Source: an optimization exercise on an open RTL-to-GDS flow (aim: small area). Production flows keep margins and buffers that such runs may drop.
Function was checked by simulation only, so behaviour that the tests miss may differ from the original.
Power figures rest on the tool's default switching activity, not on a simulated workload.

==> design/flow/design.v <==
module regfile_sb #(
    parameter  int XLEN  = 32,
    parameter  int NREGS = 32,
    parameter  int NRP   = 2,
    parameter  int NWP   = 2,
    localparam int AW    = $clog2(NREGS)
) (
    input  logic                      clk_i,
    input  logic                      rst_n_i,
    input  logic [NWP-1:0]            we_i,
    input  logic [NWP-1:0][AW-1:0]    wr_addr_i,
    input  logic [NWP-1:0][XLEN-1:0]  wr_d_i,
    input  logic                      iss_valid_i,
    input  logic [AW-1:0]             iss_rd_i,
    input  logic [NRP-1:0][AW-1:0]    rd_addr_i,
    output logic [NRP-1:0][XLEN-1:0]  rd_d_o,
    output logic [NRP-1:0]            rd_busy_o,
    output logic [NREGS-1:0]          busy_o
);
    logic [XLEN-1:0]  regs [NREGS];
    logic [NREGS-1:0] busy;
    always_ff @(posedge clk_i or negedge rst_n_i) begin
        if (!rst_n_i) begin
            for (int r = 0; r < NREGS; r++) begin
                regs[r] <= '0;
            end
            busy <= '0;
        end else begin
            for (int w = 0; w < NWP; w++) begin
                if (we_i[w] && (wr_addr_i[w] != '0)) begin
                    regs[wr_addr_i[w]] <= wr_d_i[w];
                    busy[wr_addr_i[w]] <= 1'b0;
                end
            end
            if (iss_valid_i && (iss_rd_i != '0)) begin
                busy[iss_rd_i] <= 1'b1;
            end
        end
    end
    assign busy_o = busy;
    always_comb begin
        for (int p = 0; p < NRP; p++) begin
            rd_d_o[p]    = regs[rd_addr_i[p]];
            rd_busy_o[p] = busy[rd_addr_i[p]];
        end
    end
endmodule
==> design/flow/run.sh <==
#!/bin/bash
# synth_recipe.tcl (not shown) runs the flow's synth.tcl, then flattens the netlist and writes it again
# the make line also repeats each setting of config.mk as NAME=value (left out here)
make -C /OpenROAD-flow-scripts/flow DESIGN_CONFIG=/design/flow/config.mk WORK_HOME=/design/flow/orfs CLKGATE_MAP_FILE= SYNTH_SCRIPT=/design/flow/synth_recipe.tcl finish
==> design/flow/config.mk <==
export PLATFORM = sky130hd
export DESIGN_NAME = regfile_sb
export DESIGN_NICKNAME = regfile_sb
export VERILOG_FILES = /design/flow/design.v
export SDC_FILE = /design/flow/constraint.sdc
export NUM_CORES = 4
export LEC_CHECK = 0
export CAP_MARGIN = 20
export CORE_MARGIN = 2
export CORE_UTILIZATION = 18
export PLACE_DENSITY = 0.3
export SLEW_MARGIN = 20
==> design/flow/constraint.sdc <==
create_clock -name core_clock -period 7.0 [get_ports {clk_i}]
set_input_delay 1.4000 -clock core_clock [delete_from_list [all_inputs] [get_ports {clk_i}]]
set_output_delay 1.4000 -clock core_clock [all_outputs]
set_load 0.01 [all_outputs]
==> summary.txt <==
DIE AREA=371,100 sq um; Syn Std Cell Area=65,920 sq um; Clock Sinks=1,056; Root Buffer=clkbuf_16; WP depth=8; drt initial violations=10,161; routability cong.=0.9519; DRT Wirelength=538,500 um; share of layout cells above drive strength 1=13.22%; drt drc=0; Critical Path Source Type=input port; Yosys Warn Count=2; type of the tightest min-delay check=reg -> reg; crit-path cells=buf_4 > or3b_2 > nor2_4 > buf_4 > a222oi_1 > a31oi_1 > buf_4 > clkdlybuf4s50_1; GRT Residual Overflow=0; Leak=35.41 nW; Area contributors post-synth=dfrtp_1, mux2i_1, a21oi_1; Tcrit/Tclk final=97.60%; register area share after synthesis=40.09%; GRT Total Usage=27.95%; Primary FF master, synth=dfrtp_1; CP Data Required Time=5.60 ns; post-synth top area cell=dfrtp_1; met3 GRT Util=6.153%; WS Path Type=in -> out; count of cell types in the netlist=86; IO Port Bufs=191; hold worst-path end=regs[0][21]; clock network power share=35.7%; Tightest Pin Transition=1.248 ns; DP HPWL=352,900 um; grt peak-use layer=met2; worst-path fanout max=36; most used cell, CP=buf_4; Synth Register Bits=1,056; first-pass GRT wire length=691,400 um; P_int=14.72 mW; DRT antenna net count=0; reg2reg start=regs[30][21]; Post-CTS Setup Bufs=0; RSZ-0062 raised after global routing=no; PwrDens=289.4 nW/um^2; # H-tree levels=4; kind of cell adding the most delay to the critical path=buffers and inverters; drt first pass iters=8; Fmax=146.4 MHz; Reg power frac=43.0%; grt met2 use=42.03%; Crit path buffers/inverters=4; outcome=complete, no violations; CTS clock-pin slew for the worst setup and hold paths=0.06 ns; Slew Viols, Final=0; Synth-to-Final Area Change=23.16%; core footprint=365,000 sq um; Synth async-reset ratio=100.0%; initial antenna violation count=60; Core Rows=222; r2r setup slk=5.99 ns; vias per std cell=5.598; Post-synth EDFFs=0; Post-Syn Instances=7,408; via count=68,971; Max Cap Violations=0; CP peak stage delay=0.90 ns; grt met1 use=37.22%; VDD IR max=0.0001429 V; min Tclk post-route=6.832 ns; hold depth=0; Logic pwr share=21.3%; switching share of power=37.37%; slowest CP cell=nor2_4; Arrival @ worst endpoint=5.43 ns; die span in x=609.2 um; WL/cell=43.70 um; number of global-route vias before repair=64,249; Max Buffers Root-to-Sink=4; reg-to-reg endpoint=regs[30][21]; Power, Total=23.50 mW; R2R cell count=2; starting density of the core=18.06%; Setup Viol. Count Final=0; hold wc startpoint=regs[0][21]; Setup crit end kind=output pin; largest net degree at the start of global routing=128; Total Neg Setup Slack=0 ns; die height=609.2 um; Avg Synthesized Cell Area=8.898 sq um; max_slew headroom=16.62%; top cell type's share of synthesized area=40.09%; Post-CTS Resized=0; Num CTS Buffers=156; CTS tree=built; clock network latency to the later pin of the worst-skew pair=0.87 ns; Hold-fix buffers, CTS=0; Layout Nets=7,473; Net Count, Synth=7,518; IO Pins=192; Net Sw Power=8.782 mW; final hold vios=0; Setup Skew=0 ns
==> per-stage QoR <==
step	setup WS, ns	util, %	std cells	area (sq um)	hold WS (ns)
after global placement	0.2694	20.79	12018	75870	0.3919
final	0.1678	22.24	12321	81190	0.4030
after CTS	0.2704	22.22	12288	81100	0.4037
after detailed placement	0.3013	20.81	12021	75950	0.3918
after global routing	0.2731	22.22	12290	81110	0.4220
after floorplan	2.474	-	7408	65920	0.4448
==> cell usage after synthesis (154+ instances only) <==
cell type	count
and3_1	309
nand2_1	587
buf_2	175
clkbuf_1	635
nand3_1	406
a21oi_1	598
dfrtp_1	1056
a22oi_1	257
mux2i_1	1015
nor2_1	663
o21ai_0	513
nand4_1	154
==> per-layer routing <==
layer  vias to the layer above  routed length [um]
met4                         6               33080
met5                         -                  46
met1                     35935              228800
met2                      4589              231300
li1                      27288                   -
met3                      1153               45190
==> power by group through the flow <==
| stage | combinational (mW) | clock (mW) | sequential (mW) |
|---|---|---|---|
| finish | 5.00 | 8.40 | 10.1 |
| global route | 5.33 | 8.75 | 10.1 |
| CTS | 4.96 | 8.55 | 9.97 |
| detailed placement | 4.95 | 0 | 10.1 |
| global placement | 4.88 | 0 | 10.1 |
| floorplan | 2.79 | 0 | 8.71 |
==> worst max-delay path by stage <==
stage | start | endpoint | slack [ns]
after global placement | rd_addr_i[9] | rd_d_o[33] | 0.27
after floorplan | rd_addr_i[9] | rd_d_o[54] | 2.47
final | rd_addr_i[9] | rd_d_o[33] | 0.17
after global routing | rd_addr_i[9] | rd_d_o[33] | 0.27
after CTS | rd_addr_i[9] | rd_d_o[33] | 0.27
after detailed placement | rd_addr_i[9] | rd_d_o[33] | 0.30
==> sequential cells by signal, summed over array words and instances (netlist names) <==
name	flops
busy	32
regs	1024
==> cell usage in the layout, fill, tap and decap left out, drive strengths merged, types with 53 or more instances in the layout <==
master,synthesis,routed
dfrtp,1056,1056
nand4,154,154
a2111oi,119,119
clkbuf,635,228
nor2,664,664
mux2i,1015,1015
a22oi,257,257
buf,245,509
mux2,53,53
and3,309,309
a21oi,598,598
o21ai,530,530
clkdlybuf4s50,0,168
nand3,406,406
nand2,588,588
a32oi,77,77
nand3b,69,69
==> final cells by class <==
type                            instances  area (sq um)
Fill cell                           39731        283800
Multi-Input combinational cell       5457         36760
Sequential cell                      1056         26430
Timing Repair Buffer                  677          6685
Tap cell                             4816          6026
Clock buffer                          228          4628
Clock inverter                         39         528.0
Antenna cell                           33         82.58
Inverter                               15         56.30
==> logic make-up (layout without fill, tap and decap cells) <==
logic type	after synthesis	count (layout)	synth area share [%]
simple gates	2423	2423	17.99
compound gates	1918	1918	18.65
mux	1092	1092	17.14
flops	1056	1056	40.09
buf+inv	895	959	5.725
fa+ha+maj	16	16	0.3037
xor+xnor	8	8	0.1063
other cells	0	33	0

-- port drivers added, routing unchanged --
How much do the figures lean on ideal ports? The routed layout below was timed once more, with nothing changed but the port constraints. Step 1: set_driving_cell puts a clkbuf_16 on clk_i and a buf_2 on each other input, an assumption about the parent block. Step 2 moves the port delays by t, midway between the first and last clock arrival at a register: inputs arrive t later, outputs are due t later. That takes back most of the time a late clock gives input paths. Three values: ideal ports, drivers, drivers and shift; two values: the first two.
t, ns: 0.970
setup WS [ns]: 0.168 / 0.023 / 0.023
slew at the worst register clock pin (ns): 0.07 / 0.07
After both steps this run still meets setup and hold. The setup slack of this run moves by -0.145 ns with the drivers and by -0.145 ns with both steps.
